From an optimization exercise on the open Yosys and OpenROAD flow, aimed at small area and a short achievable clock period; shortcuts taken in it are not production practice.
Only simulation tests tie the RTL to the original design; equivalence was not proved.
Power is estimated from default activity; no workload was simulated.

### config.mk
export PLATFORM = sky130hd
export DESIGN_NAME = risc16_dmem_resp
export DESIGN_NICKNAME = risc16_dmem_resp
export VERILOG_FILES = /design/flow/design.v
export SDC_FILE = /design/flow/constraint.sdc
export NUM_CORES = 4
export LEC_CHECK = 0
export CAP_MARGIN = 20
export CORE_MARGIN = 2
export CORE_UTILIZATION = 50
export SLEW_MARGIN = 20
### run.sh
#!/bin/bash
# synth_recipe.tcl (not shown) runs the flow's synth.tcl, then flattens the netlist and writes it again
# the make line also repeats each setting of config.mk as NAME=value (left out here)
make -C /OpenROAD-flow-scripts/flow DESIGN_CONFIG=/design/flow/config.mk WORK_HOME=/design/flow/orfs CLKGATE_MAP_FILE= SYNTH_SCRIPT=/design/flow/synth_recipe.tcl finish
### design.v
package risc16_pkg;
    localparam int ADDR_W_DEF = 8;
    localparam int DATA_W_DEF = 16;
    localparam logic [2:0] OP_LW = 3'b101;
    localparam logic [2:0] OP_SW = 3'b100;
    typedef enum logic [1:0] {
        IDLE = 2'd0,
        WAIT = 2'd1,
        RESP = 2'd2
    } dmem_state_t;
endpackage
module risc16_ram256 #(
    parameter int ADDR_W = 8,
    parameter int DATA_W = 16
) (
    input  logic              clk,
    input  logic              we,
    input  logic [ADDR_W-1:0] waddr,
    input  logic [DATA_W-1:0] wdata,
    input  logic [ADDR_W-1:0] raddr,
    output logic [DATA_W-1:0] rdata
);
    logic [DATA_W-1:0] mem [2**ADDR_W];
    always_ff @(posedge clk) begin
        if (we) begin
            mem[waddr] <= wdata;
        end
    end
    assign rdata = mem[raddr];
endmodule
module risc16_dmem_resp #(
    parameter int WAIT_CYCLES = 2,
    parameter int ADDR_W      = risc16_pkg::ADDR_W_DEF,
    parameter int DATA_W      = risc16_pkg::DATA_W_DEF
) (
    input  logic              clk,
    input  logic              rst,
    input  logic              req_valid,
    output logic              req_ready,
    input  logic              req_we,
    input  logic [ADDR_W-1:0] req_addr,
    input  logic [DATA_W-1:0] req_wdata,
    output logic              rsp_valid,
    input  logic              rsp_ready,
    output logic [DATA_W-1:0] rsp_rdata,
    input  logic              ld_en,
    input  logic [ADDR_W-1:0] ld_addr,
    input  logic [DATA_W-1:0] ld_data,
    output logic              busy
);
    localparam logic [3:0] CNT_INIT = (WAIT_CYCLES > 0) ? 4'(WAIT_CYCLES - 1) : 4'd0;
    risc16_pkg::dmem_state_t state;
    logic [3:0]        cnt;
    logic              lat_we;
    logic [ADDR_W-1:0] lat_addr;
    logic [DATA_W-1:0] lat_wdata;
    logic              accept;
    logic              resp_entry;
    logic              eff_we;
    logic [ADDR_W-1:0] eff_addr;
    logic [DATA_W-1:0] eff_wdata;
    logic              ram_we;
    logic [ADDR_W-1:0] ram_waddr;
    logic [DATA_W-1:0] ram_wdata;
    logic [DATA_W-1:0] ram_rdata;
    assign req_ready = (state == risc16_pkg::IDLE) && !ld_en && !rst;
    assign accept    = req_valid && req_ready;
    assign busy      = (state != risc16_pkg::IDLE);
    always_comb begin
        eff_we     = lat_we;
        eff_addr   = lat_addr;
        eff_wdata  = lat_wdata;
        resp_entry = 1'b0;
        if (state == risc16_pkg::IDLE) begin
            eff_we     = req_we;
            eff_addr   = req_addr;
            eff_wdata  = req_wdata;
            resp_entry = accept && (WAIT_CYCLES == 0);
        end else if (state == risc16_pkg::WAIT) begin
            resp_entry = (cnt == 4'd0);
        end
        ram_we    = 1'b0;
        ram_waddr = eff_addr;
        ram_wdata = eff_wdata;
        if ((state == risc16_pkg::IDLE) && ld_en) begin
            ram_we    = 1'b1;
            ram_waddr = ld_addr;
            ram_wdata = ld_data;
        end else if (resp_entry && eff_we) begin
            ram_we = 1'b1;
        end
    end
    risc16_ram256 #(
        .ADDR_W (ADDR_W),
        .DATA_W (DATA_W)
    ) u_ram (
        .clk   (clk),
        .we    (ram_we),
        .waddr (ram_waddr),
        .wdata (ram_wdata),
        .raddr (eff_addr),
        .rdata (ram_rdata)
    );
    always_ff @(posedge clk or posedge rst) begin
        if (rst) begin
            state     <= risc16_pkg::IDLE;
            cnt       <= '0;
            lat_we    <= 1'b0;
            lat_addr  <= '0;
            lat_wdata <= '0;
            rsp_valid <= 1'b0;
            rsp_rdata <= '0;
        end else begin
            case (state)
                risc16_pkg::IDLE: begin
                    if (accept) begin
                        lat_we    <= req_we;
                        lat_addr  <= req_addr;
                        lat_wdata <= req_wdata;
                        if (WAIT_CYCLES == 0) begin
                            state     <= risc16_pkg::RESP;
                            rsp_valid <= 1'b1;
                            rsp_rdata <= eff_we ? eff_wdata : ram_rdata;
                        end else begin
                            state <= risc16_pkg::WAIT;
                            cnt   <= CNT_INIT;
                        end
                    end
                end
                risc16_pkg::WAIT: begin
                    if (cnt == 4'd0) begin
                        state     <= risc16_pkg::RESP;
                        rsp_valid <= 1'b1;
                        rsp_rdata <= eff_we ? eff_wdata : ram_rdata;
                    end else begin
                        cnt <= cnt - 4'd1;
                    end
                end
                risc16_pkg::RESP: begin
                    if (rsp_ready) begin
                        state     <= risc16_pkg::IDLE;
                        rsp_valid <= 1'b0;
                    end
                end
                default: begin
                    state     <= risc16_pkg::IDLE;
                    rsp_valid <= 1'b0;
                end
            endcase
        end
    end
endmodule
### constraint.sdc
create_clock -name core_clock -period 5.5 [get_ports {clk}]
set_input_delay 1.1000 -clock core_clock [delete_from_list [all_inputs] [get_ports {clk}]]
set_output_delay 1.1000 -clock core_clock [all_outputs]
set_load 0.01 [all_outputs]
==> impl_table.tex, run 1 <==
\begin{tabular}{lr}
\hline
Metric & Value \\
\hline
\multicolumn{2}{l}{\textbf{Logic synthesis}} \\
\quad Unique masters post-synth & 83 \\
\quad Netlist area before placement & 0.1635 mm² \\
\quad Number of instances in the synthesized netlist & 10.78k \\
\quad Dominant cell type by area after synthesis & sky130\_fd\_sc\_hd\_\_edfxtp\_1 \\
\quad Most area-consuming cells after synthesis & sky130\_fd\_sc\_hd\_\_edfxtp\_1, sky130\_fd\_sc\_hd\_\_nand2\_1, sky130\_fd\_sc\_hd\_\_mux4\_2, sky130\_fd\_sc\_hd\_\_nand3\_1, sky130\_fd\_sc\_hd\_\_mux2i\_1 \\
\quad Flip-flop cell with the highest count after synthesis & sky130\_fd\_sc\_hd\_\_edfxtp\_1 \\
\quad Synth async-reset ratio & 1.158\% \\
\quad Part of the Yosys area used for sequential elements & 75.97\% \\
\quad Post-synthesis sequential element count & 4144 \\
\quad Count of flip-flops with a built-in enable after synthesis & 4096 \\
\quad Post-synth top area share & 75.24\% \\
\quad Synthesized netlist net count & 10.84k \\
\quad Syn. warnings & 2 \\
\quad Avg Synthesized Cell Area & 15.16 µm² \\
\multicolumn{2}{l}{\textbf{Clock tree}} \\
\quad Post-CTS clock slew at the launch and capture registers of the worst setup and hold paths & 0.06 ns \\
\quad Clock tree from TritonCTS & yes \\
\quad Master cell of the clock root buffer & sky130\_fd\_sc\_hd\_\_clkbuf\_16 \\
\quad Clock latency of the later-clocked register in the worst-skew pair & 1.00 ns \\
\quad Post-cts repair resize count & 0 \\
\quad Number of buffers inserted for hold repair after clock tree synthesis & 0 \\
\quad Buffers from clock root to sink, at most & 4 \\
\quad Clock sink total & 4144 \\
\quad Total clock buffers created by CTS & 424 \\
\quad Number of H-tree levels & 5 \\
\multicolumn{2}{l}{\textbf{STA}} \\
\quad Hold Violations, Final & 0 \\
\quad Setup violation total in the final timing report & 0 \\
\quad Actual slew at the worst max-slew pin & 1.303 ns \\
\quad Max-slew violations & 0 \\
\quad Final WS setup & 0.5118 ns \\
\quad Clock skew & 0.07455 ns \\
\quad Tcrit/Tclk final & 90.69\% \\
\quad Headroom to the max-slew limit & 13.13\% \\
\quad Highest clock frequency the design can meet & 0.2005 GHz \\
\quad RSZ-0062 raised after global routing & no \\
\quad Post-route minimum period & 4.988 ns \\
\quad Worst hold-check slack & 0.5060 ns \\
\multicolumn{2}{l}{\textbf{Global routing}} \\
\quad Via count of the first global-routing pass & 96.07k \\
\quad Maximum number of pins on one net before global-route repair & 202 \\
\quad Initial antenna violation count & 37 \\
\quad Overflow after GRT & 0 \\
\quad Overall global routing resource usage & 29.44\% \\
\quad First-pass GRT wire length & 704800 µm \\
\multicolumn{2}{l}{\textbf{Placement}} \\
\quad Placer's final routability congestion estimate & 0.9132 \\
\quad Placed cell count & 15.30k \\
\quad Setup slack at placement & -0.4244 ns \\
\quad Area after DPL & 0.1743 mm² \\
\quad Buffers added on ports & 72 \\
\quad Final HPWL DP & 302300 µm \\
\multicolumn{2}{l}{\textbf{Floorplan}} \\
\quad X dimension of the die & 575.8 µm \\
\quad Die footprint & 0.3316 mm² \\
\quad Placement Rows & 209 \\
\quad Core region area & 0.3248 mm² \\
\quad I/O pin count & 73 \\
\quad Initial core utilization & 50.34\% \\
\quad Die height & 575.8 µm \\
\multicolumn{2}{l}{\textbf{Critical path}} \\
\quad Cell type of the slowest stage on the worst timing path & sky130\_fd\_sc\_hd\_\_dfrtp\_1 \\
\quad FF-to-FF path depth & 12 \\
\quad Required time reported for the critical path endpoint & 6.38 ns \\
\quad Flop2flop setup slack & 0.51 ns \\
\quad Kind of critical path & register to register \\
\quad Max incr delay on CP & 0.94 ns \\
\quad Capture point of the worst reg-to-reg path & rsp\_rdata[12] \\
\quad Start of the worst register-to-register path & state[0] \\
\quad Startpoint kind of the worst setup timing path & register \\
\quad Maximum net fanout on the critical path & 31 \\
\quad Signal arrival time at the worst endpoint & 5.87 ns \\
\quad Critical Path Sink Type & register \\
\quad Critical path cell sequence & or3b\_1, nand2\_8, nor2\_4, buf\_12, nand3\_1, nand4\_1, nand3\_1, nor4\_1, buf\_4, a211oi\_2, buf\_4, a221o\_1 \\
\multicolumn{2}{l}{\textbf{Finish}} \\
\quad Layout cells sized above 1 & 15.84\% \\
\quad Nets & 11.46k \\
\quad Layout overhead on the synthesized area & 15.14\% \\
\quad Filler Cell Count & 24.95k \\
\quad Post-layout instance area & 0.1882 mm² \\
\quad Final standard cell count with taps included and fillers excluded & 16.11k \\
\quad Commonest cells after routing, fill and taps aside & sky130\_fd\_sc\_hd\_\_edfxtp\_1, sky130\_fd\_sc\_hd\_\_nand2\_1, sky130\_fd\_sc\_hd\_\_buf\_4 \\
\quad Most common library cell in the layout ignoring fill and taps & sky130\_fd\_sc\_hd\_\_edfxtp\_1 \\
\multicolumn{2}{l}{\textbf{Power}} \\
\quad Final Total Pwr & 111.3 mW \\
\quad Pwr per Cell Area & 591.4 mW/mm² \\
\quad Leak pwr & 63.16 nW \\
\quad Worst-case vdd ir drop & 0.5214 mV \\
\multicolumn{2}{l}{\textbf{Flow run}} \\
\quad Max Cap Viol & 0 \\
\multicolumn{2}{l}{\textbf{Route}} \\
\quad Final WL & 496300 µm \\
\quad Routed length per placed instance & 30.80 µm \\
\quad ANT nets after route & 0 \\
\quad Via-to-Cell Ratio & 6.268 \\
\quad Routed via count & 101.0k \\
\quad Residual DRC & 0 \\
\quad Drt pass-1 iters & 6 \\
\quad Initial drt markers & 13.96k \\
\multicolumn{2}{l}{\textbf{Hold path}} \\
\quad Min-Delay Startpoint & lat\_wdata[10] \\
\quad Worst min path class & register to register \\
\quad Worst Hold Endpoint & lat\_wdata[10] \\
\quad Number of stages on the worst hold path & 1 \\
\multicolumn{2}{l}{\textbf{Run status}} \\
\quad Outcome & finished clean \\
\hline
\end{tabular}
## cells by family after synthesis
group	share of synthesized area [%]
flops	75.97
simple gates	10.71
compound gates	6.033
buf+inv	2.493
mux	4.750
xor+xnor	0.03750
fa+ha+maj	0.007652
## Yosys cell counts (192+ instances only)
| library cell | instances |
|---|---|
| sky130_fd_sc_hd__clkbuf_1 | 239 |
| sky130_fd_sc_hd__mux4_2 | 192 |
| sky130_fd_sc_hd__a32oi_1 | 233 |
| sky130_fd_sc_hd__edfxtp_1 | 4096 |
| sky130_fd_sc_hd__and3_1 | 312 |
| sky130_fd_sc_hd__a31oi_1 | 271 |
| sky130_fd_sc_hd__a21oi_1 | 238 |
| sky130_fd_sc_hd__buf_2 | 277 |
| sky130_fd_sc_hd__mux2i_1 | 309 |
| sky130_fd_sc_hd__nand2_1 | 2354 |
| sky130_fd_sc_hd__nor2_1 | 295 |
| sky130_fd_sc_hd__nand3_1 | 692 |
| sky130_fd_sc_hd__a211oi_1 | 228 |
## area by class of cell
| cell class | count | area (µm²) | share of cell area (%) |
|---|---|---|---|
| clock inverter | 264 | 2610 | 1.387 |
| tap | 4325 | 5411 | 2.875 |
| clock buffer | 524 | 11170 | 5.935 |
| multi-input combinational | 5897 | 35860 | 19.05 |
| timing repair buffer | 932 | 8899 | 4.728 |
| antenna | 19 | 47.55 | 0.02526 |
| inverter | 8 | 30.03 | 0.01595 |
| sequential | 4144 | 124200 | 65.98 |
## per-layer routing
metal	vias up	track usage, %	wire length (µm)
met4	10	12.32	23260
met3	932	5.158	49910
met1	51440	41.99	197000
li1	42880	-	-
met5	-	0	57
met2	5739	45.06	226200
## where the power goes
group,internal (mW),switching (mW)
Sequential,41.1,0.366
Clock,16.6,12.1
Combinational,11.9,29.4
Total,69.5,41.8
## how the worst max path moves through the flow
stage	depth (start not counted)	startpoint	slack, ns	to
floorplan	4	ld_en	-1.23	u_ram.mem[0][4]
CTS	10	state[0]	0.17	rsp_rdata[9]
detailed placement	11	req_addr[0]	-0.42	rsp_rdata[9]
global route	4	state[0]	0.37	busy
finish	12	state[0]	0.51	rsp_rdata[12]
global placement	14	req_addr[0]	-0.44	rsp_rdata[10]
## through the flow
stage	util (%)	setup TNS, ns
after floorplan	-	-2072.94
after global placement	53.66	-3.354
after detailed placement	53.67	-2.802
after CTS	57.92	0
after global routing	57.95	0
final	57.95	0
## worst max-delay path: cells and delay by family (launching register included)
family | cells | cell delay [ns]
buffers and inverters | 3 | 0.76
and+or+nand+nor | 7 | 2.76
AOI/OAI and AO/OA | 2 | 0.32
DFF | 1 | 0.94
## sequential cells by signal, summed over array words and instances (netlist names)
signal and count:
cnt 4, lat_addr 8, lat_wdata 16, lat_we 1, rsp_rdata 16, rsp_valid 1, state 2, u_ram.mem 4096
## repair_timing
item                                    in CTS  in global routing
buffers inserted                             0                  7
endpoints found under the setup margin       0                  2
endpoints found under the hold margin        0                  0
==> inputs of run 2 (changes only) <==
==> design.v (replaced) <==
package risc16_pkg;
    localparam int ADDR_W_DEF = 8;
    localparam int DATA_W_DEF = 16;
    localparam logic [2:0] OP_LW = 3'b101;
    localparam logic [2:0] OP_SW = 3'b100;
    typedef enum logic [1:0] {
        IDLE = 2'd0,
        WAIT = 2'd1,
        RESP = 2'd2
    } dmem_state_t;
endpackage
module risc16_ram256 (
    input  logic         clk,
    input  logic [255:0] wsel,
    input  logic         we,
    input  logic [15:0]  wdata,
    output logic [15:0]  rdata
);
    logic [15:0] word [256];
    for (genvar w = 0; w < 256; w++) begin : g_word
        always_ff @(posedge clk) begin
            if (we && wsel[w]) begin
                word[w] <= wdata;
            end
        end
    end
    always_comb begin
        rdata = '0;
        for (int w = 0; w < 256; w++) begin
            rdata = rdata | (word[w] & {16{wsel[w]}});
        end
    end
endmodule
module risc16_dmem_resp #(
    parameter int WAIT_CYCLES = 2,
    parameter int ADDR_W      = risc16_pkg::ADDR_W_DEF,
    parameter int DATA_W      = risc16_pkg::DATA_W_DEF
) (
    input  logic              clk,
    input  logic              rst,
    input  logic              req_valid,
    output logic              req_ready,
    input  logic              req_we,
    input  logic [ADDR_W-1:0] req_addr,
    input  logic [DATA_W-1:0] req_wdata,
    output logic              rsp_valid,
    input  logic              rsp_ready,
    output logic [DATA_W-1:0] rsp_rdata,
    input  logic              ld_en,
    input  logic [ADDR_W-1:0] ld_addr,
    input  logic [DATA_W-1:0] ld_data,
    output logic              busy
);
    logic        busy_q;    
    logic        wait1_q;   
    logic        wait2_q;   
    logic        valid_q;   
    logic        lat_we;
    logic        wr_pend;   
    logic [15:0] hi_sel;    
    logic [15:0] lo_sel;    
    logic [15:0] data_q;
    logic         idle;
    logic         accept;
    logic [7:0]   a_in;
    logic [255:0] wsel;
    logic         ram_we;
    logic [15:0]  ram_rdata;
    assign idle      = !busy_q;
    assign req_ready = idle && !ld_en && !rst;
    assign accept    = req_valid && idle && !ld_en;
    assign busy      = busy_q;
    assign rsp_valid = valid_q;
    assign rsp_rdata = data_q;
    always_ff @(posedge clk or posedge rst) begin
        if (rst) begin
            busy_q  <= 1'b0;
            wait1_q <= 1'b0;
            wait2_q <= 1'b0;
            valid_q <= 1'b0;
        end else begin
            wait1_q <= accept;
            wait2_q <= wait1_q;
            if (wait2_q) begin
                valid_q <= 1'b1;
            end else if (rsp_ready) begin
                valid_q <= 1'b0;
            end
            if (accept) begin
                busy_q <= 1'b1;
            end else if (valid_q && rsp_ready) begin
                busy_q <= 1'b0;
            end
        end
    end
    assign a_in = ld_en ? ld_addr : req_addr;
    always_ff @(posedge clk) begin
        wr_pend <= idle && ld_en;
        if (idle) begin
            lat_we <= req_we;
            hi_sel <= 16'd1 << a_in[7:4];
            lo_sel <= 16'd1 << a_in[3:0];
        end
        if (idle) begin
            data_q <= ld_en ? ld_data : req_wdata;
        end else if (wait2_q && !lat_we) begin
            data_q <= ram_rdata;
        end
    end
    for (genvar w = 0; w < 256; w++) begin : g_sel
        assign wsel[w] = hi_sel[w / 16] && lo_sel[w % 16];
    end
    assign ram_we = wr_pend || (wait2_q && lat_we);
    risc16_ram256 u_ram (
        .clk   (clk),
        .wsel  (wsel),
        .we    (ram_we),
        .wdata (data_q),
        .rdata (ram_rdata)
    );
endmodule
==> run 2 against run 1 <==
Still clean on timing, DRC and antenna; synthesized area down 5.9%; die area is 5.8% lower; sequential power rose by 1%; first-iteration DRC count increased by 18%; non-clock buffer count is 529 lower; clock skew is 0.014 ns higher; routed wire length increased by 1.8%; largest cell class unchanged.
==> impl_table.tex, run 2 <==
\begin{tabular}{lr}
\hline
Metric & Value \\
\hline
\multicolumn{2}{l}{\textbf{Run status}} \\
\quad Outcome & finished clean \\
\multicolumn{2}{l}{\textbf{Route}} \\
\quad Residual DRC & 0 (unchanged) \\
\quad Final WL & 505300 µm (+1.8\%) \\
\quad Metal1 wirelength & 186400 µm (-5.4\%) \\
\quad Uppermost metal layer occupied by signal nets & met5 \\
\quad Drt pass-1 iters & 10 (+4) \\
\quad Routed length per placed instance & 38.16 µm (+24\%) \\
\quad Routed via count & 91.52k (-9.4\%) \\
\quad ANT nets after route & 0 (unchanged) \\
\quad Met2 Wirelength & 227900 µm (+0.77\%) \\
\quad Metal3 WL & 64620 µm (+29\%) \\
\quad Via-to-Cell Ratio & 6.912 (+10\%) \\
\quad Initial drt markers & 16.44k (+18\%) \\
\multicolumn{2}{l}{\textbf{Critical path}} \\
\quad Signal arrival time at the worst endpoint & 5.27 ns (-0.60 ns) \\
\quad Required time reported for the critical path endpoint & 6.14 ns (-0.24 ns) \\
\quad Critical Path Sink Type & register \\
\quad Family with the most delay on the worst path & simple AND/OR/NAND/NOR gates \\
\quad Kind of critical path & register to register \\
\quad Max incr delay on CP & 0.98 ns (+0.04 ns) \\
\quad Startpoint kind of the worst setup timing path & register \\
\quad Maximum net fanout on the critical path & 16 (-48\%) \\
\quad Cell type of the slowest stage on the worst timing path & sky130\_fd\_sc\_hd\_\_nor4\_1 \\
\quad Count of buffer and inverter cells on the critical path & 3 (unchanged) \\
\quad Most used cell along the critical path & sky130\_fd\_sc\_hd\_\_buf\_4 \\
\quad Critical path cell sequence & inv\_1, buf\_4, o22a\_1, nand4\_1, nand4b\_1, nor4\_1, buf\_4, a32oi\_1 \\
\multicolumn{2}{l}{\textbf{Logic synthesis}} \\
\quad Netlist area before placement & 0.1539 mm² (-5.9\%) \\
\quad Count of flip-flops with a built-in enable after synthesis & 4145 (+1.2\%) \\
\quad Flip-flop cell with the highest count after synthesis & sky130\_fd\_sc\_hd\_\_edfxtp\_1 \\
\quad Unique masters post-synth & 50 (-40\%) \\
\quad Most area-consuming cells after synthesis & sky130\_fd\_sc\_hd\_\_edfxtp\_1, sky130\_fd\_sc\_hd\_\_a22oi\_1, sky130\_fd\_sc\_hd\_\_a22o\_1, sky130\_fd\_sc\_hd\_\_nand3\_1, sky130\_fd\_sc\_hd\_\_a222oi\_1 \\
\quad Leading post-synthesis cells by instance count & sky130\_fd\_sc\_hd\_\_edfxtp\_1, sky130\_fd\_sc\_hd\_\_a22oi\_1, sky130\_fd\_sc\_hd\_\_nand3\_1 \\
\quad Post-synthesis sequential element count & 4150 (+0.14\%) \\
\quad Post-synth top area share & 80.87\% (+5.6 points) \\
\quad Leading cell type by number of instances after synthesis & sky130\_fd\_sc\_hd\_\_edfxtp\_1 \\
\quad Synthesized netlist net count & 8734 (-19\%) \\
\quad Number of instances in the synthesized netlist & 8680 (-20\%) \\
\quad Avg Synthesized Cell Area & 17.73 µm² (+17\%) \\
\quad Syn. warnings & 3 (+1) \\
\quad Dominant cell type by area after synthesis & sky130\_fd\_sc\_hd\_\_edfxtp\_1 \\
\quad Part of the Yosys area used for sequential elements & 80.95\% (+5.0 points) \\
\quad Synth async-reset ratio & 0.09639\% (-1.1 points) \\
\multicolumn{2}{l}{\textbf{Placement}} \\
\quad Final HPWL DP & 307500 µm (+1.7\%) \\
\quad Buffers added on ports & 72 (unchanged) \\
\quad Setup slack at placement & 1.176 ns (+1.600 ns) \\
\quad Area after DPL & 0.1603 mm² (-8.1\%) \\
\quad Placer's final routability congestion estimate & 0.9344 (+2.3\%) \\
\multicolumn{2}{l}{\textbf{Global routing}} \\
\quad Initial antenna violation count & 43 (+16\%) \\
\quad Overall global routing resource usage & 31.76\% (+2.3 points) \\
\quad First-pass GRT wire length & 692000 µm (-1.8\%) \\
\quad Maximum number of pins on one net before global-route repair & 201 (-0.50\%) \\
\quad Via count of the first global-routing pass & 86.24k (-10\%) \\
\quad Overflow after GRT & 0 (unchanged) \\
\multicolumn{2}{l}{\textbf{Finish}} \\
\quad Max reg flops & 4096 (unchanged) \\
\quad Commonest cells after routing, fill and taps aside & sky130\_fd\_sc\_hd\_\_edfxtp\_1, sky130\_fd\_sc\_hd\_\_a22oi\_1, sky130\_fd\_sc\_hd\_\_nand3\_1 \\
\quad Layout cells sized above 1 & 10.57\% (-5.3 points) \\
\quad Post-layout instance area & 0.1739 mm² (-7.6\%) \\
\quad Most common library cell in the layout ignoring fill and taps & sky130\_fd\_sc\_hd\_\_edfxtp\_1 \\
\quad Nets & 8840 (-23\%) \\
\quad Register with the most flip-flops & u\_ram.word \\
\quad Layout overhead on the synthesized area & 13.01\% \\
\multicolumn{2}{l}{\textbf{STA}} \\
\quad Actual slew at the worst max-slew pin & 1.198 ns (-0.1049 ns) \\
\quad Post-Route Setup TNS & 0 ns (unchanged) \\
\quad Post-route minimum period & 4.631 ns (-0.3568 ns) \\
\quad Max-slew violations & 0 (unchanged) \\
\quad Highest clock frequency the design can meet & 0.2159 GHz (+7.7\%) \\
\quad Tcrit/Tclk final & 84.21\% (-6.5 points) \\
\quad Final WS setup & 0.8686 ns (+0.3568 ns) \\
\quad Headroom to the max-slew limit & 17.83\% (+4.7 points) \\
\quad Clock skew & 0.08838 ns (+0.01383 ns) \\
\quad Hold Violations, Final & 0 (unchanged) \\
\quad RSZ-0062 raised after global routing & no \\
\quad Setup violation total in the final timing report & 0 (unchanged) \\
\multicolumn{2}{l}{\textbf{Floorplan}} \\
\quad Die footprint & 0.3123 mm² (-5.8\%) \\
\quad Placement Rows & 203 (-2.9\%) \\
\quad I/O pin count & 73 (unchanged) \\
\quad Die height & 558.8 µm (-3.0\%) \\
\quad Initial core utilization & 50.29\% (about the same) \\
\quad Core region area & 0.3061 mm² (-5.8\%) \\
\quad X dimension of the die & 558.8 µm (-3.0\%) \\
\multicolumn{2}{l}{\textbf{Clock tree}} \\
\quad Post-CTS clock slew at the launch and capture registers of the worst setup and hold paths & 0.06 ns (about the same) \\
\quad Number of H-tree levels & 5 (unchanged) \\
\quad Clock sink total & 4150 (+0.14\%) \\
\quad Clock tree from TritonCTS & yes \\
\quad \# Post-CTS Setup Buffers & 0 (unchanged) \\
\quad Master cell of the clock root buffer & sky130\_fd\_sc\_hd\_\_clkbuf\_16 \\
\quad Buffers from clock root to sink, at most & 4 (unchanged) \\
\quad Post-cts repair resize count & 0 (unchanged) \\
\quad Number of buffers inserted for hold repair after clock tree synthesis & 0 (unchanged) \\
\quad Total clock buffers created by CTS & 417 (-1.7\%) \\
\quad Clock latency of the later-clocked register in the worst-skew pair & 1.01 ns (about the same) \\
\multicolumn{2}{l}{\textbf{Power}} \\
\quad Net switching share of the total power & 34.13\% (-3.4 points) \\
\quad Power share of the sequential group & 44.4\% (+7.2 points) \\
\quad Leak pwr & 54.42 nW (-14\%) \\
\quad Share of power burned in the clock network & 29.9\% (+4.2 points) \\
\quad Worst-case vdd ir drop & 0.3658 mV (-30\%) \\
\quad Part of the power in combinational logic & 25.8\% (-11 points) \\
\quad Internal Dissipation & 62.37 mW (-10\%) \\
\quad Switch Pwr & 32.31 mW (-23\%) \\
\quad Pwr per Cell Area & 544.3 mW/mm² (-8.0\%) \\
\multicolumn{2}{l}{\textbf{Flow run}} \\
\quad Max Cap Viol & 0 (unchanged) \\
\multicolumn{2}{l}{\textbf{Hold path}} \\
\quad Worst min path class & input port to async pin \\
\hline
\end{tabular}
==> run 2: cell types whose count changed after synthesis, moves of 154 or more <==
cell,change
sky130_fd_sc_hd__a22oi_1,+727
sky130_fd_sc_hd__nand2_1,-2279
sky130_fd_sc_hd__and2_1,+154
sky130_fd_sc_hd__a31oi_1,-257
sky130_fd_sc_hd__a32oi_1,-164
sky130_fd_sc_hd__mux4_2,-192
sky130_fd_sc_hd__nor2_1,-204
sky130_fd_sc_hd__a211oi_1,-225
sky130_fd_sc_hd__buf_2,-218
sky130_fd_sc_hd__clkbuf_1,+329
sky130_fd_sc_hd__a22o_1,+460
sky130_fd_sc_hd__a222oi_1,+222
sky130_fd_sc_hd__mux2i_1,-294
==> run 2: per-stage QoR <==
| step | utilization [%] | instances | hold WS (ns) | power, mW |
|---|---|---|---|---|
| 6_report | 56.83 | 13240 | 0.3538 | 94.68 |
| 5_1_grt | 56.82 | 13230 | 0.3536 | 96.59 |
| 4_1_cts | 56.78 | 13220 | 0.3136 | 94.08 |
| 3_5_place_dp | 52.37 | 12460 | 0.3403 | 66.33 |
| 3_3_place_gp | 52.32 | 12450 | 0.3358 | 65.89 |
| 2_1_floorplan | - | 8680 | 0.3312 | 54.05 |
==> run 2: power groups by stage <==
stage | clock network, mW | logic, mW | registers [mW]
floorplan | 0 | 10.2 | 43.8
global placement | 0 | 23.4 | 42.5
detailed placement | 0 | 23.7 | 42.6
CTS | 28.3 | 23.8 | 41.9
global route | 29.6 | 24.9 | 42.1
finish | 28.3 | 24.4 | 42.0
==> run 2: metal layers <==
layer	vias to the layer above	track usage, %
li1	36820	-
met1	47180	43.31
met2	6497	48.13
met3	1001	8.731
met4	32	13.78
met5	-	0
==> run 2: cells by family after synthesis <==
kind of cell	after synthesis	share of synthesized area [%]
AND/OR/NAND/NOR	1776	6.461
multiplexers	15	0.09755
AO/OA/AOI/OAI	1999	10.62
buffers and inverters	740	1.867
flip-flops	4150	80.95
==> run 2: path summary, 6_finish.rpt <==
| check | start | to | slack (ns) | cells after the start |
|---|---|---|---|---|
| worst max register to register | lo_sel[0] | data_q[6] | 0.87 | 8 |
| worst min register to register | wait1_q | wait2_q | 0.35 | 0 |
| worst min-delay path | rst | valid_q | 0.35 | 2 |
| max in group asynchronous | rst | wait1_q | 4.99 | 2 |
| worst max-delay path | lo_sel[0] | data_q[6] | 0.87 | 8 |
| min in group core_clock | wait1_q | wait2_q | 0.35 | 0 |
==> run 2: final cells by class <==
cell class	instances	area [µm²]
diodes	15	37.54
repair buffers	403	4036
inverters	24	90.09
clock inverters	248	2620
clock buffers	511	10880
flip-flops and latches	4150	124600
multi-input cells	3790	26550
fillers	22910	132100
well taps	4100	5130
==> inputs of run 3 (changes only) <==
--- a/design.v
+++ b/design.v
@@ -10,23 +10,68 @@
     } dmem_state_t;
 endpackage
+module risc16_word (
+    input  logic        clk,
+    input  logic        set,
+    input  logic        keep,
+    input  logic [15:0] d,
+    output logic [15:0] q
+);
+    always_ff @(posedge clk) begin
+        q <= (q & {16{keep}}) | (d & {16{set}});
+    end
+endmodule
+module risc16_rd3 (
+    input  logic        s0,
+    input  logic        s1,
+    input  logic        s2,
+    input  logic [15:0] q0,
+    input  logic [15:0] q1,
+    input  logic [15:0] q2,
+    output logic [15:0] yn
+);
+    assign yn = ~((q0 & {16{s0}}) | (q1 & {16{s1}}) | (q2 & {16{s2}}));
+endmodule
 module risc16_ram256 (
-    input  logic         clk,
-    input  logic [255:0] wsel,
-    input  logic         we,
-    input  logic [15:0]  wdata,
-    output logic [15:0]  rdata
+    input  logic        clk,
+    input  logic [15:0] hi,
+    input  logic [15:0] lo,
+    input  logic        we,
+    input  logic [15:0] wdata,
+    output logic [15:0] rdata
 );
-    logic [15:0] word [256];
+    localparam int NLEAF = 86;    
+    logic [255:0] rsel;
+    logic [255:0] wset;
+    logic [15:0]  whi;
+    logic [15:0]  q    [256];
+    logic [15:0]  yn   [NLEAF];
+    assign whi = hi & {16{we}};
     for (genvar w = 0; w < 256; w++) begin : g_word
-        always_ff @(posedge clk) begin
-            if (we && wsel[w]) begin
-                word[w] <= wdata;
-            end
-        end
+        assign rsel[w] = hi[w / 16] & lo[w % 16];
+        assign wset[w] = whi[w / 16] & lo[w % 16];
+        risc16_word u_word (
+            .clk  (clk),
+            .set  (wset[w]),
+            .keep (!wset[w]),
+            .d    (wdata),
+            .q    (q[w])
+        );
     end
+    for (genvar l = 0; l < NLEAF - 1; l++) begin : g_leaf
+        risc16_rd3 u_rd (
+            .s0 (rsel[3*l]),
+            .s1 (rsel[3*l+1]),
+            .s2 (rsel[3*l+2]),
+            .q0 (q[3*l]),
+            .q1 (q[3*l+1]),
+            .q2 (q[3*l+2]),
+            .yn (yn[l])
+        );
+    end
+    assign yn[NLEAF-1] = ~(q[255] & {16{rsel[255]}});
     always_comb begin
         rdata = '0;
-        for (int w = 0; w < 256; w++) begin
-            rdata = rdata | (word[w] & {16{wsel[w]}});
+        for (int l = 0; l < NLEAF; l++) begin
+            rdata = rdata | ~yn[l];
         end
     end
@@ -64,5 +109,4 @@
     logic         accept;
     logic [7:0]   a_in;
-    logic [255:0] wsel;
     logic         ram_we;
     logic [15:0]  ram_rdata;
@@ -108,11 +152,9 @@
         end
     end
-    for (genvar w = 0; w < 256; w++) begin : g_sel
-        assign wsel[w] = hi_sel[w / 16] && lo_sel[w % 16];
-    end
     assign ram_we = wr_pend || (wait2_q && lat_we);
     risc16_ram256 u_ram (
         .clk   (clk),
-        .wsel  (wsel),
+        .hi    (hi_sel),
+        .lo    (lo_sel),
         .we    (ram_we),
         .wdata (data_q),
--- a/config.mk
+++ b/config.mk
@@ -9,3 +9,5 @@
 export CORE_MARGIN = 2
 export CORE_UTILIZATION = 50
+export SETUP_SLACK_MARGIN = 2.3
 export SLEW_MARGIN = 20
+export SYNTH_HIERARCHICAL = 1
==> run 3 against run 2 <==
Critical path depth up 4; clock-buffer cell count rose by 112; largest cell class unchanged; core utilization is 2.4 points lower; combinational power increased by 97%; non-clock buffer count grew 237; critical path type unchanged; register-to-register slack improved by 0.68 ns; worst setup slack gained 0.68 ns.
==> impl_table.tex, run 3 <==
\begin{tabular}{lr}
\hline
Metric & Value \\
\hline
\multicolumn{2}{l}{\textbf{Route}} \\
\quad Initial drt markers & 23.23k (+41\%) \\
\quad ANT nets after route & 0 (unchanged) \\
\quad Final WL & 574500 µm (+14\%) \\
\quad Routed via count & 121.7k (+33\%) \\
\quad Metal1 wirelength & 228700 µm (+23\%) \\
\quad Metal3 WL & 64390 µm (-0.37\%) \\
\quad Met2 Wirelength & 242600 µm (+6.5\%) \\
\quad Residual DRC & 0 (unchanged) \\
\quad Uppermost metal layer occupied by signal nets & met5 \\
\quad Via-to-Cell Ratio & 7.339 (+6.2\%) \\
\quad Drt pass-1 iters & 11 (+1) \\
\quad Routed length per placed instance & 34.64 µm (-9.2\%) \\
\multicolumn{2}{l}{\textbf{Critical path}} \\
\quad Critical Path Sink Type & register \\
\quad Most used cell along the critical path & sky130\_fd\_sc\_hd\_\_buf\_6 \\
\quad FF-to-FF path depth & 12 (+4) \\
\quad Signal arrival time at the worst endpoint & 4.65 ns (-0.62 ns) \\
\quad Critical path cell sequence & buf\_4, buf\_6, buf\_16, and2\_4, a222oi\_1, nand4\_1, nor4\_4, buf\_6, and4\_4, nand3\_2, nand2\_1, o21ai\_0 \\
\quad Required time reported for the critical path endpoint & 6.19 ns (+0.05 ns) \\
\quad Flop2flop setup slack & 1.54 ns (+0.68 ns) \\
\quad Maximum net fanout on the critical path & 10 (-6) \\
\quad Max incr delay on CP & 0.74 ns (-0.24 ns) \\
\quad Startpoint kind of the worst setup timing path & register \\
\quad Cell type of the slowest stage on the worst timing path & sky130\_fd\_sc\_hd\_\_a222oi\_1 \\
\quad Capture point of the worst reg-to-reg path & data\_q[5] \\
\quad Kind of critical path & register to register \\
\quad Start of the worst register-to-register path & hi\_sel[2] \\
\multicolumn{2}{l}{\textbf{STA}} \\
\quad Clock skew & 0.05016 ns (-0.03823 ns) \\
\quad Tcrit/Tclk final & 71.91\% (-12 points) \\
\quad Final WS setup & 1.545 ns (+0.6761 ns) \\
\quad Post-route minimum period & 3.955 ns (-0.6761 ns) \\
\quad Actual slew at the worst max-slew pin & 1.304 ns (+0.1058 ns) \\
\quad Hold Violations, Final & 0 (unchanged) \\
\quad Headroom to the max-slew limit & 13.07\% (-4.8 points) \\
\quad Post-Route Setup TNS & 0 ns (unchanged) \\
\quad Highest clock frequency the design can meet & 0.2528 GHz (+17\%) \\
\quad Setup violation total in the final timing report & 0 (unchanged) \\
\quad RSZ-0062 raised after global routing & yes \\
\quad Max-slew violations & 0 (unchanged) \\
\multicolumn{2}{l}{\textbf{Floorplan}} \\
\quad Die footprint & 0.3146 mm² (+0.73\%) \\
\quad Die height & 560.9 µm (+0.37\%) \\
\quad Initial core utilization & 50.24\% (about the same) \\
\quad Placement Rows & 204 (+0.49\%) \\
\quad X dimension of the die & 560.9 µm (+0.37\%) \\
\quad I/O pin count & 73 (unchanged) \\
\quad Core region area & 0.3086 mm² (+0.83\%) \\
\multicolumn{2}{l}{\textbf{Clock tree}} \\
\quad Number of H-tree levels & 5 (unchanged) \\
\quad Clock latency of the later-clocked register in the worst-skew pair & 0.98 ns (-0.03 ns) \\
\quad Buffers from clock root to sink, at most & 4 (unchanged) \\
\quad Master cell of the clock root buffer & sky130\_fd\_sc\_hd\_\_clkbuf\_16 \\
\quad Post-CTS clock slew at the launch and capture registers of the worst setup and hold paths & 0.06 ns (about the same) \\
\quad Number of buffers inserted for hold repair after clock tree synthesis & 0 (unchanged) \\
\quad Clock sink total & 4150 (unchanged) \\
\quad Clock tree from TritonCTS & yes \\
\quad Total clock buffers created by CTS & 421 (+0.96\%) \\
\multicolumn{2}{l}{\textbf{Global routing}} \\
\quad Via count of the first global-routing pass & 113.1k (+31\%) \\
\quad Overflow after GRT & 0 (unchanged) \\
\quad Overall global routing resource usage & 34.45\% (+2.7 points) \\
\quad First-pass GRT wire length & 820200 µm (+19\%) \\
\quad Maximum number of pins on one net before global-route repair & 155 (-23\%) \\
\quad Initial antenna violation count & 57 (+33\%) \\
\multicolumn{2}{l}{\textbf{Logic synthesis}} \\
\quad Part of the Yosys area used for sequential elements & 53.91\% (-27 points) \\
\quad Synth async-reset ratio & 0.09639\% (unchanged) \\
\quad Most area-consuming cells after synthesis & sky130\_fd\_sc\_hd\_\_dfxtp\_1, sky130\_fd\_sc\_hd\_\_a22o\_1, sky130\_fd\_sc\_hd\_\_a222oi\_1, sky130\_fd\_sc\_hd\_\_buf\_6, sky130\_fd\_sc\_hd\_\_nand4\_1 \\
\quad Leading cell type by number of instances after synthesis & sky130\_fd\_sc\_hd\_\_dfxtp\_1 \\
\quad Post-synth top area share & 52.90\% (-28 points) \\
\quad Syn. warnings & 12 (+9) \\
\quad Flip-flop cell with the highest count after synthesis & sky130\_fd\_sc\_hd\_\_dfxtp\_1 \\
\quad Dominant cell type by area after synthesis & sky130\_fd\_sc\_hd\_\_dfxtp\_1 \\
\quad Unique masters post-synth & 40 (-20\%) \\
\quad Leading post-synthesis cells by instance count & sky130\_fd\_sc\_hd\_\_dfxtp\_1, sky130\_fd\_sc\_hd\_\_a22o\_1, sky130\_fd\_sc\_hd\_\_a222oi\_1 \\
\quad Netlist area before placement & 0.1550 mm² (+0.74\%) \\
\quad Post-synthesis sequential element count & 4150 (unchanged) \\
\quad Count of flip-flops with a built-in enable after synthesis & 49 (-99\%) \\
\quad Avg Synthesized Cell Area & 12.52 µm² (-29\%) \\
\quad Synthesized netlist net count & 12.44k (+42\%) \\
\quad Number of instances in the synthesized netlist & 12.39k (+43\%) \\
\multicolumn{2}{l}{\textbf{Finish}} \\
\quad Area occupied by registers & 0.08359 mm² (-33\%) \\
\quad Filler Cell Count & 25.57k (+12\%) \\
\quad Commonest cells after routing, fill and taps aside & sky130\_fd\_sc\_hd\_\_dfxtp\_1, sky130\_fd\_sc\_hd\_\_a22o\_1, sky130\_fd\_sc\_hd\_\_a222oi\_1 \\
\quad Register with the most flip-flops & u\_ram.g\_word.u\_word.q \\
\quad Layout cells sized above 1 & 13.23\% (+2.7 points) \\
\quad Final standard cell count with taps included and fillers excluded & 16.58k (+25\%) \\
\quad Most common library cell in the layout ignoring fill and taps & sky130\_fd\_sc\_hd\_\_dfxtp\_1 \\
\quad Area used by multi-input combinational logic & 0.05737 mm² (+120\%) \\
\quad Layout overhead on the synthesized area & 8.412\% \\
\quad Post-layout instance area & 0.1681 mm² (-3.4\%) \\
\quad Nets & 12.13k (+37\%) \\
\quad Max reg flops & 4096 (unchanged) \\
\multicolumn{2}{l}{\textbf{Hold path}} \\
\quad Worst min path class & input port to async pin \\
\multicolumn{2}{l}{\textbf{Power}} \\
\quad Pwr per Cell Area & 779.9 mW/mm² (+43\%) \\
\quad Worst-case vdd ir drop & 0.7168 mV (+96\%) \\
\quad Leak pwr & 66.57 nW (+22\%) \\
\multicolumn{2}{l}{\textbf{Placement}} \\
\quad Area after DPL & 0.1496 mm² (-6.7\%) \\
\quad Setup slack at placement & 0.5843 ns (-0.5916 ns) \\
\quad Placer's final routability congestion estimate & 0.9309 (-0.37\%) \\
\quad Placed cell count & 15.55k (+25\%) \\
\quad Buffers added on ports & 72 (unchanged) \\
\quad Final HPWL DP & 349000 µm (+14\%) \\
\multicolumn{2}{l}{\textbf{Run status}} \\
\quad Outcome & finished clean \\
\multicolumn{2}{l}{\textbf{Flow run}} \\
\quad Max Cap Viol & 0 (unchanged) \\
\hline
\end{tabular}
[run 3: changes by cell type after synthesis, moves of 112 or more]
cell	change
sky130_fd_sc_hd__nand3_1	-658
sky130_fd_sc_hd__and3_1	-208
sky130_fd_sc_hd__clkbuf_1	-509
sky130_fd_sc_hd__nand2_1	+214
sky130_fd_sc_hd__buf_6	+1193
sky130_fd_sc_hd__a22o_1	+3630
sky130_fd_sc_hd__a221oi_1	-180
sky130_fd_sc_hd__inv_1	+241
sky130_fd_sc_hd__a222oi_1	+1138
sky130_fd_sc_hd__dfxtp_1	+4096
sky130_fd_sc_hd__edfxtp_1	-4096
sky130_fd_sc_hd__a22oi_1	-757
sky130_fd_sc_hd__and2_1	+112
[run 3: worst max-delay path by stage]
stage	startpoint	end	slack (ns)	cells after the start
2_1_floorplan	data_q[0]	rsp_rdata[0]	0.16	0
3_3_place_gp	hi_sel[2]	data_q[13]	0.31	9
3_5_place_dp	hi_sel[2]	data_q[10]	0.58	10
4_1_cts	hi_sel[2]	data_q[12]	1.72	12
5_1_grt	hi_sel[2]	data_q[12]	1.65	12
6_report	hi_sel[2]	data_q[5]	1.54	12
[run 3: kinds of logic (layout without fill, tap and decap cells)]
kind of cell,after synthesis,in the layout,synth area share [%]
buffers and inverters,1648,1675,9.904
AND/OR/NAND/NOR,1042,1050,3.780
AO/OA/AOI/OAI,5522,5522,32.23
other,0,39,0
multiplexers,26,26,0.1719
flip-flops,4150,4150,53.91
[run 3: layer usage]
layer  track usage [%]  vias up
met3             7.567     1446
li1                  -    50360
met2             49.66     8158
met1             47.14    61700
met5                 0        -
met4             20.54       28
[run 3: where the power goes]
part	total [mW]	internal [mW]	switching, mW
combinational	48.0	19.7	28.2
clock	30.0	17.6	12.4
sequential	53.2	44.9	8.27
total	131	82.2	48.9
[run 3: through the flow]
stage	power, mW	hold WS (ns)	util, %
2_1_floorplan	79.73	0.3312	-
3_3_place_gp	95.51	0.3394	48.44
3_5_place_dp	96.90	0.3503	48.47
4_1_cts	129.3	0.2937	54.29
5_1_grt	135.1	0.3526	54.45
6_report	131.1	0.3377	54.47
[run 3: layout make-up]
| type | count | area share (%) |
|---|---|---|
| antenna | 39 | 0.05806 |
| clock buffer | 623 | 7.519 |
| clock inverter | 152 | 1.164 |
| inverter | 260 | 0.6632 |
| multi-input combinational | 6598 | 34.13 |
| sequential | 4150 | 49.73 |
| tap | 4120 | 3.067 |
| timing repair buffer | 640 | 3.667 |
[run 3: Yosys stat by module, one instance, submodules excluded]
module            cell area, µm²  flops+latches  copies in the design
risc16_ram256               7104              0                     1
risc16_word                505.5             16                   256
risc16_rd3                 187.7              0                    85
risc16_dmem_resp            2585             54                     1
[run 3: critical path, delay by kind of cell (launching register included)]
kind,cells,cell delay [ns]
AOI/OAI and AO/OA,2,0.82
and+or+nand+nor,6,1.81
DFF,1,0.39
buffers and inverters,4,0.62
[run 3: repair_timing]
| item | 4_1_cts | 5_1_grt |
|---|---|---|
| gates cloned | 7 | 4 |
| endpoints found under the setup margin | 2953 | 104 |
| buffers inserted | 177 | 29 |
| pin swaps | 289 | 86 |
| endpoints found under the hold margin | 0 | 0 |
| resized for setup | 537 | 51 |
==> inputs of run 4 (changes only) <==
--- a/design.v
+++ b/design.v
@@ -32,20 +32,19 @@
     assign yn = ~((q0 & {16{s0}}) | (q1 & {16{s1}}) | (q2 & {16{s2}}));
 endmodule
-module risc16_ram256 (
+module risc16_quarter (
     input  logic        clk,
-    input  logic [15:0] hi,
-    input  logic [15:0] lo,
-    input  logic        we,
+    input  logic [3:0]  hi,       
+    input  logic [3:0]  whi,      
+    input  logic [15:0] lo,       
     input  logic [15:0] wdata,
-    output logic [15:0] rdata
+    output logic [15:0] part      
 );
-    localparam int NLEAF = 86;    
-    logic [255:0] rsel;
-    logic [255:0] wset;
-    logic [15:0]  whi;
-    logic [15:0]  q    [256];
-    logic [15:0]  yn   [NLEAF];
-    assign whi = hi & {16{we}};
-    for (genvar w = 0; w < 256; w++) begin : g_word
+    localparam int NLEAF = 22;    
+    logic [63:0] rsel;
+    logic [63:0] wset;
+    logic [15:0] q  [64];
+    logic [15:0] yn [NLEAF];
+    logic [15:0] orv;
+    for (genvar w = 0; w < 64; w++) begin : g_word
         assign rsel[w] = hi[w / 16] & lo[w % 16];
         assign wset[w] = whi[w / 16] & lo[w % 16];
@@ -69,11 +68,40 @@
         );
     end
-    assign yn[NLEAF-1] = ~(q[255] & {16{rsel[255]}});
+    assign yn[NLEAF-1] = ~(q[63] & {16{rsel[63]}});
     always_comb begin
-        rdata = '0;
+        orv = '0;
         for (int l = 0; l < NLEAF; l++) begin
-            rdata = rdata | ~yn[l];
+            orv = orv | ~yn[l];
         end
     end
+    always_ff @(posedge clk) begin
+        part <= orv;
+    end
+endmodule
+module risc16_ram256 (
+    input  logic        clk,
+    input  logic [7:0]  addr,
+    input  logic        we,
+    input  logic [15:0] wdata,
+    output logic [15:0] rdata     
+);
+    logic [15:0] hi;
+    logic [15:0] whi;
+    logic [15:0] lo;
+    logic [15:0] part [4];
+    assign hi  = 16'd1 << addr[7:4];
+    assign lo  = 16'd1 << addr[3:0];
+    assign whi = hi & {16{we}};
+    for (genvar g = 0; g < 4; g++) begin : g_quarter
+        risc16_quarter u_q (
+            .clk   (clk),
+            .hi    (hi[4*g +: 4]),
+            .whi   (whi[4*g +: 4]),
+            .lo    (lo),
+            .wdata (wdata),
+            .part  (part[g])
+        );
+    end
+    assign rdata = part[0] | part[1] | part[2] | part[3];
 endmodule
 module risc16_dmem_resp #(
@@ -103,12 +131,10 @@
     logic        lat_we;
     logic        wr_pend;   
-    logic [15:0] hi_sel;    
-    logic [15:0] lo_sel;    
+    logic [7:0]  addr_q;
     logic [15:0] data_q;
-    logic         idle;
-    logic         accept;
-    logic [7:0]   a_in;
-    logic         ram_we;
-    logic [15:0]  ram_rdata;
+    logic        idle;
+    logic        accept;
+    logic        ram_we;
+    logic [15:0] ram_rdata;
     assign idle      = !busy_q;
     assign req_ready = idle && !ld_en && !rst;
@@ -138,13 +164,9 @@
         end
     end
-    assign a_in = ld_en ? ld_addr : req_addr;
     always_ff @(posedge clk) begin
         wr_pend <= idle && ld_en;
         if (idle) begin
             lat_we <= req_we;
-            hi_sel <= 16'd1 << a_in[7:4];
-            lo_sel <= 16'd1 << a_in[3:0];
-        end
-        if (idle) begin
+            addr_q <= ld_en ? ld_addr : req_addr;
             data_q <= ld_en ? ld_data : req_wdata;
         end else if (wait2_q && !lat_we) begin
@@ -155,6 +177,5 @@
     risc16_ram256 u_ram (
         .clk   (clk),
-        .hi    (hi_sel),
-        .lo    (lo_sel),
+        .addr  (addr_q),
         .we    (ram_we),
         .wdata (data_q),
--- a/config.mk
+++ b/config.mk
@@ -9,5 +9,5 @@
 export CORE_MARGIN = 2
 export CORE_UTILIZATION = 50
-export SETUP_SLACK_MARGIN = 2.3
+export SETUP_SLACK_MARGIN = 2.6
 export SLEW_MARGIN = 20
 export SYNTH_HIERARCHICAL = 1
==> run 4 against run 3 <==
Still clean; routed wire length down 1.5%; sequential share of layout area down 0.87 points; first-iteration DRC count down 6.1%; synthesized cell count up 0.64%; non-clock buffer count up 62; worst setup slack better by 0.44 ns; critical path depth down 1; sequential power down 31%; largest cell class unchanged.
==> impl_table.tex, run 4 <==
\begin{tabular}{lr}
\hline
Metric & Value \\
\hline
\multicolumn{2}{l}{\textbf{Logic synthesis}} \\
\quad Part of the Yosys area used for sequential elements & 54.06\% (+0.14 points) \\
\quad Avg Synthesized Cell Area & 12.49 µm² (-0.23\%) \\
\quad Synthesized netlist net count & 12.52k (+0.63\%) \\
\quad Post-synth top area share & 53.51\% (+0.61 points) \\
\quad Most area-consuming cells after synthesis & sky130\_fd\_sc\_hd\_\_dfxtp\_1, sky130\_fd\_sc\_hd\_\_a22o\_1, sky130\_fd\_sc\_hd\_\_buf\_6, sky130\_fd\_sc\_hd\_\_a222oi\_1, sky130\_fd\_sc\_hd\_\_nand4\_1 \\
\quad Flip-flop cell with the highest count after synthesis & sky130\_fd\_sc\_hd\_\_dfxtp\_1 \\
\quad Syn. warnings & 14 (+2) \\
\quad Leading post-synthesis cells by instance count & sky130\_fd\_sc\_hd\_\_dfxtp\_1, sky130\_fd\_sc\_hd\_\_a22o\_1, sky130\_fd\_sc\_hd\_\_a222oi\_1 \\
\quad Number of instances in the synthesized netlist & 12.47k (+0.64\%) \\
\quad Synth async-reset ratio & 0.09547\% (-0.00092 points) \\
\quad Post-synthesis sequential element count & 4190 (+0.96\%) \\
\quad Dominant cell type by area after synthesis & sky130\_fd\_sc\_hd\_\_dfxtp\_1 \\
\quad Unique masters post-synth & 36 (-10\%) \\
\quad Netlist area before placement & 0.1557 mm² (+0.40\%) \\
\quad Leading cell type by number of instances after synthesis & sky130\_fd\_sc\_hd\_\_dfxtp\_1 \\
\quad Count of flip-flops with a built-in enable after synthesis & 25 (-49\%) \\
\multicolumn{2}{l}{\textbf{STA}} \\
\quad Max-slew violations & 0 (unchanged) \\
\quad Clock skew & 0.05359 ns (+0.003430 ns) \\
\quad Post-route minimum period & 3.519 ns (-0.4364 ns) \\
\quad Worst hold-check slack & 0.3764 ns (+0.03873 ns) \\
\quad Hold Violations, Final & 0 (unchanged) \\
\quad Tcrit/Tclk final & 63.98\% (-7.9 points) \\
\quad Actual slew at the worst max-slew pin & 1.251 ns (-0.05302 ns) \\
\quad Setup violation total in the final timing report & 0 (unchanged) \\
\quad Headroom to the max-slew limit & 16.60\% (+3.5 points) \\
\quad Highest clock frequency the design can meet & 0.2842 GHz (+12\%) \\
\quad Post-Route Setup TNS & 0 ns (unchanged) \\
\quad RSZ-0062 raised after global routing & yes \\
\multicolumn{2}{l}{\textbf{Route}} \\
\quad Routed via count & 121.8k (+0.12\%) \\
\quad Residual DRC & 0 (unchanged) \\
\quad Final WL & 565900 µm (-1.5\%) \\
\quad Drt pass-1 iters & 13 (+2) \\
\quad Routed length per placed instance & 33.71 µm (-2.7\%) \\
\quad Via-to-Cell Ratio & 7.258 (-1.1\%) \\
\quad ANT nets after route & 0 (unchanged) \\
\quad Initial drt markers & 21.80k (-6.1\%) \\
\multicolumn{2}{l}{\textbf{Global routing}} \\
\quad Overall global routing resource usage & 33.54\% (-0.90 points) \\
\quad Overflow after GRT & 0 (unchanged) \\
\quad Via count of the first global-routing pass & 112.7k (-0.35\%) \\
\quad Initial antenna violation count & 49 (-14\%) \\
\quad First-pass GRT wire length & 804800 µm (-1.9\%) \\
\quad Maximum number of pins on one net before global-route repair & 144 (-7.1\%) \\
\multicolumn{2}{l}{\textbf{Critical path}} \\
\quad Capture point of the worst reg-to-reg path & u\_ram.g\_quarter[3].u\_q.part[2] \\
\quad Start of the worst register-to-register path & addr\_q[0] \\
\quad Critical Path Sink Type & register \\
\quad Startpoint kind of the worst setup timing path & register \\
\quad Maximum net fanout on the critical path & 6 (-4) \\
\quad Worst setup path startpoint & addr\_q[0] \\
\quad Flop2flop setup slack & 1.98 ns (+0.44 ns) \\
\quad Required time reported for the critical path endpoint & 6.35 ns (+0.16 ns) \\
\quad Kind of critical path & register to register \\
\quad Signal arrival time at the worst endpoint & 4.37 ns (-0.28 ns) \\
\quad End point of the critical path & u\_ram.g\_quarter[3].u\_q.part[2] \\
\quad FF-to-FF path depth & 11 (-1) \\
\multicolumn{2}{l}{\textbf{Clock tree}} \\
\quad Clock tree from TritonCTS & yes \\
\quad Master cell of the clock root buffer & sky130\_fd\_sc\_hd\_\_clkbuf\_16 \\
\quad Clock latency of the later-clocked register in the worst-skew pair & 0.98 ns (about the same) \\
\quad Number of buffers inserted for hold repair after clock tree synthesis & 0 (unchanged) \\
\quad Clock sink total & 4190 (+0.96\%) \\
\quad Total clock buffers created by CTS & 426 (+1.2\%) \\
\quad Post-CTS clock slew at the launch and capture registers of the worst setup and hold paths & 0.06 ns (about the same) \\
\quad Number of H-tree levels & 5 (unchanged) \\
\quad Buffers from clock root to sink, at most & 4 (unchanged) \\
\multicolumn{2}{l}{\textbf{Power}} \\
\quad Pwr per Cell Area & 484.0 mW/mm² (-38\%) \\
\quad Leak pwr & 65.40 nW (-1.8\%) \\
\quad Worst-case vdd ir drop & 0.4899 mV (-32\%) \\
\multicolumn{2}{l}{\textbf{Floorplan}} \\
\quad I/O pin count & 73 (unchanged) \\
\quad X dimension of the die & 562.0 µm (+0.20\%) \\
\quad Core region area & 0.3094 mm² (+0.25\%) \\
\quad Initial core utilization & 50.32\% (+0.078 points) \\
\quad Die footprint & 0.3158 mm² (+0.40\%) \\
\quad Die height & 562.0 µm (+0.20\%) \\
\quad Placement Rows & 204 (unchanged) \\
\multicolumn{2}{l}{\textbf{Flow run}} \\
\quad Max Cap Viol & 0 (unchanged) \\
\multicolumn{2}{l}{\textbf{Finish}} \\
\quad Most common library cell in the layout ignoring fill and taps & sky130\_fd\_sc\_hd\_\_dfxtp\_1 \\
\quad Register with the most flip-flops & u\_ram.g\_quarter.u\_q.g\_word.u\_word.q \\
\quad Max reg flops & 4096 (unchanged) \\
\quad Largest regs & u\_ram.g\_quarter.u\_q.g\_word.u\_word.q: 4096 flops, u\_ram.g\_quarter.u\_q.part: 64 flops, data\_q: 16 flops \\
\quad Commonest cells after routing, fill and taps aside & sky130\_fd\_sc\_hd\_\_dfxtp\_1, sky130\_fd\_sc\_hd\_\_a22o\_1, sky130\_fd\_sc\_hd\_\_a222oi\_1 \\
\quad Layout cells sized above 1 & 17.29\% (+4.1 points) \\
\quad Nets & 12.32k (+1.6\%) \\
\quad Layout overhead on the synthesized area & 10.63\% \\
\multicolumn{2}{l}{\textbf{Placement}} \\
\quad Final HPWL DP & 328700 µm (-5.8\%) \\
\quad Buffers added on ports & 72 (unchanged) \\
\quad Placer's final routability congestion estimate & 0.9020 (-3.1\%) \\
\multicolumn{2}{l}{\textbf{Run status}} \\
\quad Outcome & finished clean \\
\multicolumn{2}{l}{\textbf{Hold path}} \\
\quad Worst min path class & register to register \\
\hline
\end{tabular}
[run 4: cell types whose count changed after synthesis, sizes merged, moves of 34 or more]
| cell | before | now |
|---|---|---|
| dfxtp | 4097 | 4161 |
| a211oi | 28 | 64 |
| nor2 | 0 | 37 |
| nand4 | 320 | 256 |
| clkbuf | 67 | 33 |
| nand2 | 289 | 405 |
[run 4: power by group]
group	internal, mW	switching [mW]	leakage [nW]
logic	5.36	10.6	24.1
registers	34.5	2.39	33.9
clock network	18.0	12.6	7.37
[run 4: critical path, stage by stage, from the launching register on]
cell and delay, ns:
sky130_fd_sc_hd__edfxtp_1 0.50, sky130_fd_sc_hd__buf_6 0.15, sky130_fd_sc_hd__nand2b_4 0.17, sky130_fd_sc_hd__nor3_4 0.08, sky130_fd_sc_hd__buf_12 0.16, sky130_fd_sc_hd__and2_4 0.23
sky130_fd_sc_hd__buf_12 0.14, sky130_fd_sc_hd__buf_4 0.14, sky130_fd_sc_hd__a222oi_1 0.85, sky130_fd_sc_hd__nand4_1 0.46, sky130_fd_sc_hd__nor4_4 0.35, sky130_fd_sc_hd__nand2_1 0.11
[run 4: how the worst min path moves through the flow]
| stage | startpoint | endpoint | cells after the start |
|---|---|---|---|
| floorplan | wait1_q | wait2_q | 0 |
| global placement | wait1_q | wait2_q | 0 |
| detailed placement | wait1_q | wait2_q | 0 |
| CTS | wait1_q | wait2_q | 0 |
| global route | wait1_q | wait2_q | 0 |
| finish | wait1_q | wait2_q | 0 |
[run 4: per-stage QoR]
step / total power [mW] / worst slack, ns / utilization (%) / cells / cell area (µm²)
final: 83.36 / 1.981 / 55.67 / 16790 / 172200
after CTS: 82.70 / 2.277 / 54.75 / 16580 / 169400
after global routing: 85.51 / 2.031 / 55.66 / 16780 / 172200
after detailed placement: 51.00 / 1.172 / 48.20 / 15490 / 149100
after floorplan: 44.25 / 0.1563 / - / 12470 / 155700
after global placement: 50.47 / 1.075 / 48.18 / 15490 / 149000
[run 4: modules after synthesis (local to each module, per instance)]
| module | times used | area (µm²) |
|---|---|---|
| risc16_ram256 | 1 | 455.4 |
| risc16_dmem_resp | 1 | 1409 |
| risc16_rd3 | 84 | 187.7 |
| risc16_word | 256 | 505.5 |
| risc16_quarter | 4 | 2160 |
[run 4: logic make-up (layout without fill, tap and decap cells)]
logic type	count (synthesis)	after routing	share of synthesized area (%)
buf+inv	1604	1757	9.796
compound gates	5524	5524	32.19
simple gates	1125	1140	3.790
flops	4190	4190	54.06
mux	24	24	0.1656
other cells	0	33	0
[run 4: layout make-up]
cell class	instances	area [µm²]
Sequential cell	4190	84150
Multi-Input combinational cell	6688	58600
Inverter	260	1790
Clock inverter	174	2282
Timing Repair Buffer	702	7515
Fill cell	25330	137100
Tap cell	4120	5155
Clock buffer	621	12640
Antenna cell	33	82.58
[run 4: repair_timing]
item	4_1_cts	5_1_grt
hold endpoints to repair	0	0
gates resized for setup	803	375
pin swaps	351	277
setup buffers	269	163
setup endpoints to repair	3246	2710
gates cloned	25	10
[run 4: layer usage]
layer	routed length (µm)	vias up	track usage, %
li1	-	50780	-
met1	229800	62030	46.59
met2	242400	7821	48.52
met3	63930	1171	8.137
met4	29640	36	16.50
met5	233	-	0

re-timing with driven ports:
How much do the figures lean on ideal ports? The routed layouts below were timed once more, with nothing changed but the port constraints. Step 1 assumes that a clkbuf_16 drives the clock port and a buf_2 every other input. Step 2 adds t to the input delays and takes it off the output delays; t is the mean of the earliest and latest rising clock arrival at the registers after step 1. Input paths then give back, and output paths get back, about the clock's delay inside the block. Three values: ideal, step 1, step 2; two values: the first two.
run	t, ns	slack for setup (ns)	hold slack, ns	worst setup path after step 2	slew at the worst register clock pin (ns)
run 1	1.079	0.512 / 0.401 / -0.507	0.506 / 0.506 / 0.506	input to register	0.07 / 0.07
run 2	1.067	0.869 / 0.869 / 0.869	0.354 / 0.277 / 0.354	register to register	0.07 / 0.07
run 3	1.058	1.545 / 1.545 / 1.545	0.338 / 0.263 / 0.359	register to register	0.07 / 0.07
run 4	1.070	1.981 / 1.981 / 1.981	0.376 / 0.376 / 0.376	register to register	0.07 / 0.07
With both steps, setup timing fails in run 1, where it was met with ideal ports. For run 1, which loses most, drivers alone change the setup slack by -0.111 ns; drivers and shift together by -1.019 ns.
